This is an optimization exercise on Yosys and OpenROAD, whose aim is small area and a short achievable clock period, not a production implementation. In this exercise RTL edits were held to simulation tests only and were not proved equivalent to the original. No activity file was given, so power comes from the tool's default toggle rates.

Setup of v37:
==> flow/design.v (excerpt) <==
module txController
#(
	parameter int loopDepth = 16
)
(
	input  wire                            txCLK,
	input  wire                            arstN,
	input  wire                            run,
	input  wire                            extTrig,
	input  wire txProgramPkg::channelMaskT userChannelMask,
	input  wire                            adcTriggerAck,
	input  wire txProgramPkg::ctrlWordT    outputControlReg,
	input  wire txProgramPkg::stepTimeT    timingReg,
	input  wire [31:0]                     loopAddressReg,
	input  wire [31:0]                     loopCounterReg,
	output txProgramPkg::progAddrT         readAddr,
	output txProgramPkg::loopIdxT          loopReadAddr,
	output txSeqPkg::txOutT                txOut
);
	logic [3:0] state;
	logic       isIdle, isWait, isRun, isLoad, isDone;
	assign isDone = state[3];
	assign isLoad = state[2] & ~state[3];
	assign isRun  = state[1] & ~state[2];
	assign isWait = state[0] & ~state[3];
	assign isIdle = ~state[1] & ~state[0];
	logic [15:0] pins;         
	logic        fFinished, fWaitTrig, fLoopEnd, fDmaRequest, fBeginAcq;
	logic [31:0] remain;       
  ...
export LEC_CHECK = 0
export CAP_MARGIN = 20
export CORE_MARGIN = 2
export CORE_UTILIZATION = 40
export SETUP_SLACK_MARGIN = 4.2
export SLEW_MARGIN = 20
export SYNTH_HIERARCHICAL = 1
create_clock -name core_clock -period 7.0 [get_ports {txCLK}]
standard.sh (not shown) runs the stock make flow with config.mk's settings and CLKGATE_MAP_FILE= SYNTH_SCRIPT=/design/flow/synth_recipe.tcl, a recipe that flattens the netlist after the stock synthesis.
==> flow/flow/run.sh <==
#!/bin/bash
set -euo pipefail
bash standard.sh \
	'CTS_ARGS=-sink_clustering_enable -repair_clock_nets -dont_use_dummy_load -sink_clustering_size 30 -sink_clustering_max_diameter 80' \
	'BUFFER_PORTS_ARGS=-buffer_cell sky130_fd_sc_hd__buf_2' \
	finish > flow_standard.log 2>&1
v37 has completed all stages; timing, DRC and antenna checks passed.
Setup changes, v37 to v25
==> flow/flow/run.sh <==
#!/bin/bash
set -euo pipefail
bash standard.sh \
	'CTS_ARGS=-sink_clustering_enable -repair_clock_nets -dont_use_dummy_load -sink_clustering_size 22 -sink_clustering_max_diameter 100' \
	'BUFFER_PORTS_ARGS=-buffer_cell sky130_fd_sc_hd__buf_2' \
	finish > flow_standard.log 2>&1
==> comparison <==
Diff v25..v37 | flip-flop and latch count | negligible. Of the two values seen for timing startpoint of the critical path, state[3]$_DFFE_PN0P_ was produced by v25 and pendDec$_DFF_P_ by v37. The number of clock buffers in the layout of v25 is higher than that of v37. v25 reports a lower combinational share of power than v37 does. Going from v37 to v25, met1 track utilization from global routing fell 0.16 points; later-pin clock latency in the skew report moved down; via count higher; critical path depth moved down; power per standard cell area went up.
Inputs modified between v25 and v3:
- TNS_END_PERCENT newly set to 20
Notes after the runs:
- Any difference in power between v3 and v25 is small enough to ignore.
- Comparing v25 with v3, the wire length came out essentially unchanged.
- Critical path buffer and inverter count in v3 is 1 higher than in v25
- On mean number of vias per cell, v3 and v25 are neck and neck.
- Diff v25 -> v3 | cell-internal power | up slightly
- Power per standard cell area delta (v25 -> v3): insignificant
Setup changes, v3 to v56
- TNS_END_PERCENT no longer set, was 20
==> flow/run.sh (new file) <==
#!/bin/bash
# synth_recipe.tcl (not shown) runs the flow's synth.tcl, then flattens the netlist and writes it again
# the make line also repeats each setting of config.mk as NAME=value (left out here)
make -C /OpenROAD-flow-scripts/flow DESIGN_CONFIG=/design/flow/config.mk WORK_HOME=/design/flow/orfs CLKGATE_MAP_FILE= SYNTH_SCRIPT=/design/flow/synth_recipe.tcl finish
removed: flow/flow/run.sh
removed: flow/standard.sh
[summary]
- Against v3, first-iteration DRC count in v56 came out worse.
- The run with more setup slack is v3; v56 has less.
- When the final numbers for v56 and v3 were put side by side, the setup slack at placement turned out to be smaller in v3.
- Via count of the first global-routing pass delta for v56 relative to v3: about 3.5% higher
- From v3 to v56 the numbers moved as follows: sequential share of layout area went down 2.8 points, design area went up, power rose 2900 µW.
- The final design utilization of v56 is higher than that of v3.
### v56 -> v58
- GPL_ROUTABILITY_DRIVEN: unset -> 0
==> flow/flow/run.sh (new file) <==
#!/bin/bash
set -euo pipefail
bash standard.sh \
	'CTS_ARGS=-sink_clustering_enable -repair_clock_nets -dont_use_dummy_load -sink_clustering_size 22 -sink_clustering_max_diameter 100' \
	'BUFFER_PORTS_ARGS=-buffer_cell sky130_fd_sc_hd__buf_2' \
	finish > flow_standard.log 2>&1
==> flow/standard.sh (new file) <==
#!/bin/bash
# synth_recipe.tcl (not shown) runs the flow's synth.tcl, then flattens the netlist and writes it again
# the make line also repeats each setting of config.mk as NAME=value (left out here)
make -C /OpenROAD-flow-scripts/flow DESIGN_CONFIG=/design/flow/config.mk WORK_HOME=/design/flow/orfs CLKGATE_MAP_FILE= SYNTH_SCRIPT=/design/flow/synth_recipe.tcl "${@:-finish}"
removed: flow/run.sh
- Reported for v56 and v58, die area turned out identical to the last digit.
- For v58, the library cell contributing the largest single delay on the critical path was dfxtp_2, unlike v56, where it was nor3_1.
- Per the comparison of v58 with v56, fmax up 0.013 GHz; detailed placement HPWL roughly the same.
### v58 -> v23
- putting PLACE_DENSITY at 0.7 where nothing was set
- swapping 40 for 55 in CORE_UTILIZATION
- clearing GPL_ROUTABILITY_DRIVEN, which used to be 0
Findings:
A endpoint of the most critical setup path of grantW[10]$_DFF_P_ is what v23 shows, while grantW[3]$_DFF_P_ belongs to v58.
Delta (v23 minus v58): combinational fraction of design power shows no meaningful change; via count shows an increase of about 1.3%; total power consumption of the routed design shows a reduction of 0.69%.
Taking v58 as the reference, in v23 wire length of the first global-routing pass now smaller; number of global-route vias before repair went up; switching portion of total power has decreased.

* * *

txController again, from the RTL that the note above started with.
==> flow/config.mk <==
export PLATFORM = sky130hd
export DESIGN_NAME = txController
export DESIGN_NICKNAME = txController
export VERILOG_FILES = /design/flow/design.v
export SDC_FILE = /design/flow/constraint.sdc
export NUM_CORES = 4
export LEC_CHECK = 0
export CAP_MARGIN = 5
export CORE_MARGIN = 2
export CORE_UTILIZATION = 40
export SETUP_SLACK_MARGIN = 4.2
export SLEW_MARGIN = 5
export SYNTH_HIERARCHICAL = 1
==> flow/constraint.sdc <==
create_clock -name core_clock -period 7.0 [get_ports {txCLK}]
set_input_delay 1.4000 -clock core_clock [delete_from_list [all_inputs] [get_ports {txCLK}]]
set_output_delay 1.4000 -clock core_clock [all_outputs]
set_load 0.01 [all_outputs]
==> flow/flow/run.sh <==
#!/bin/bash
set -euo pipefail
bash standard.sh \
	'CTS_ARGS=-sink_clustering_enable -repair_clock_nets -dont_use_dummy_load -sink_clustering_size 22 -sink_clustering_max_diameter 100' \
	'BUFFER_PORTS_ARGS=-buffer_cell sky130_fd_sc_hd__buf_2' \
	finish > flow_standard.log 2>&1
The first run completed with no timing, DRC or antenna violations.
Change:
==> flow/flow/run.sh (replaced) <==
#!/bin/bash
set -euo pipefail
bash standard.sh \
	'CTS_ARGS=-sink_clustering_enable -repair_clock_nets -dont_use_dummy_load -sink_clustering_size 26 -sink_clustering_max_diameter 90' \
	'BUFFER_PORTS_ARGS=-buffer_cell sky130_fd_sc_hd__buf_2' \
	finish > flow_standard.log 2>&1
Settings changed: CAP_MARGIN 5 to 20, SLEW_MARGIN 5 to 20.
Outcome:
- non-clock buffer count came out lower by 80
- clock-buffer cell count came out lower by 10
- global-route usage came out lower by 0.10 points
- die area does not change
- core utilization came out lower by 1.1 points
- fmax came out lower by 1.5%
- worst setup slack loses 0.042 ns
- total power came out lower by 3.3%

==> separate check: timing with driven ports <==
In the flow no input, the clock included, has a driving cell. The finished layouts below were timed again as built, in two steps. Step 1 sets driving cells, clkbuf_16 on the clock port and buf_2 on the other inputs (assumed; they add their load-dependent delay and slew). Step 2 times the ports against the registers' clock, not the clock port: input delays grow and output delays shrink by t, the midpoint of the rising clock arrivals with the driver on. Three values: ideal, step 1, step 2; two values: the first two.
run | shift t [ns] | setup slack, ns | worst register clock-pin slew, ns | cell pins on the clock port's net
v37 | 0.757 | 4.146 / 4.146 / 4.068 | 0.12 / 0.12 | 1
v25 | 0.705 | 4.145 / 4.145 / 4.057 | 0.10 / 0.10 | 1
v3 | 0.716 | 4.134 / 4.134 / 4.134 | 0.10 / 0.10 | 1
v56 | 0.819 | 4.064 / 4.064 / 3.710 | 0.06 / 0.06 | 1
v58 | 0.708 | 4.173 / 4.173 / 4.041 | 0.10 / 0.10 | 1
v23 | 0.681 | 4.102 / 4.102 / 4.102 | 0.09 / 0.09 | 1
the first run of note 2 | 0.705 | 4.218 / 4.200 / 4.117 | 0.09 / 0.09 | 1
the second run of note 2 | 0.740 | 4.176 / 4.176 / 4.031 | 0.11 / 0.11 | 1
After both steps every run listed still meets setup and hold. The setup slack of v56, which loses most, moves by 0.000 ns with the drivers and by -0.354 ns with both steps.
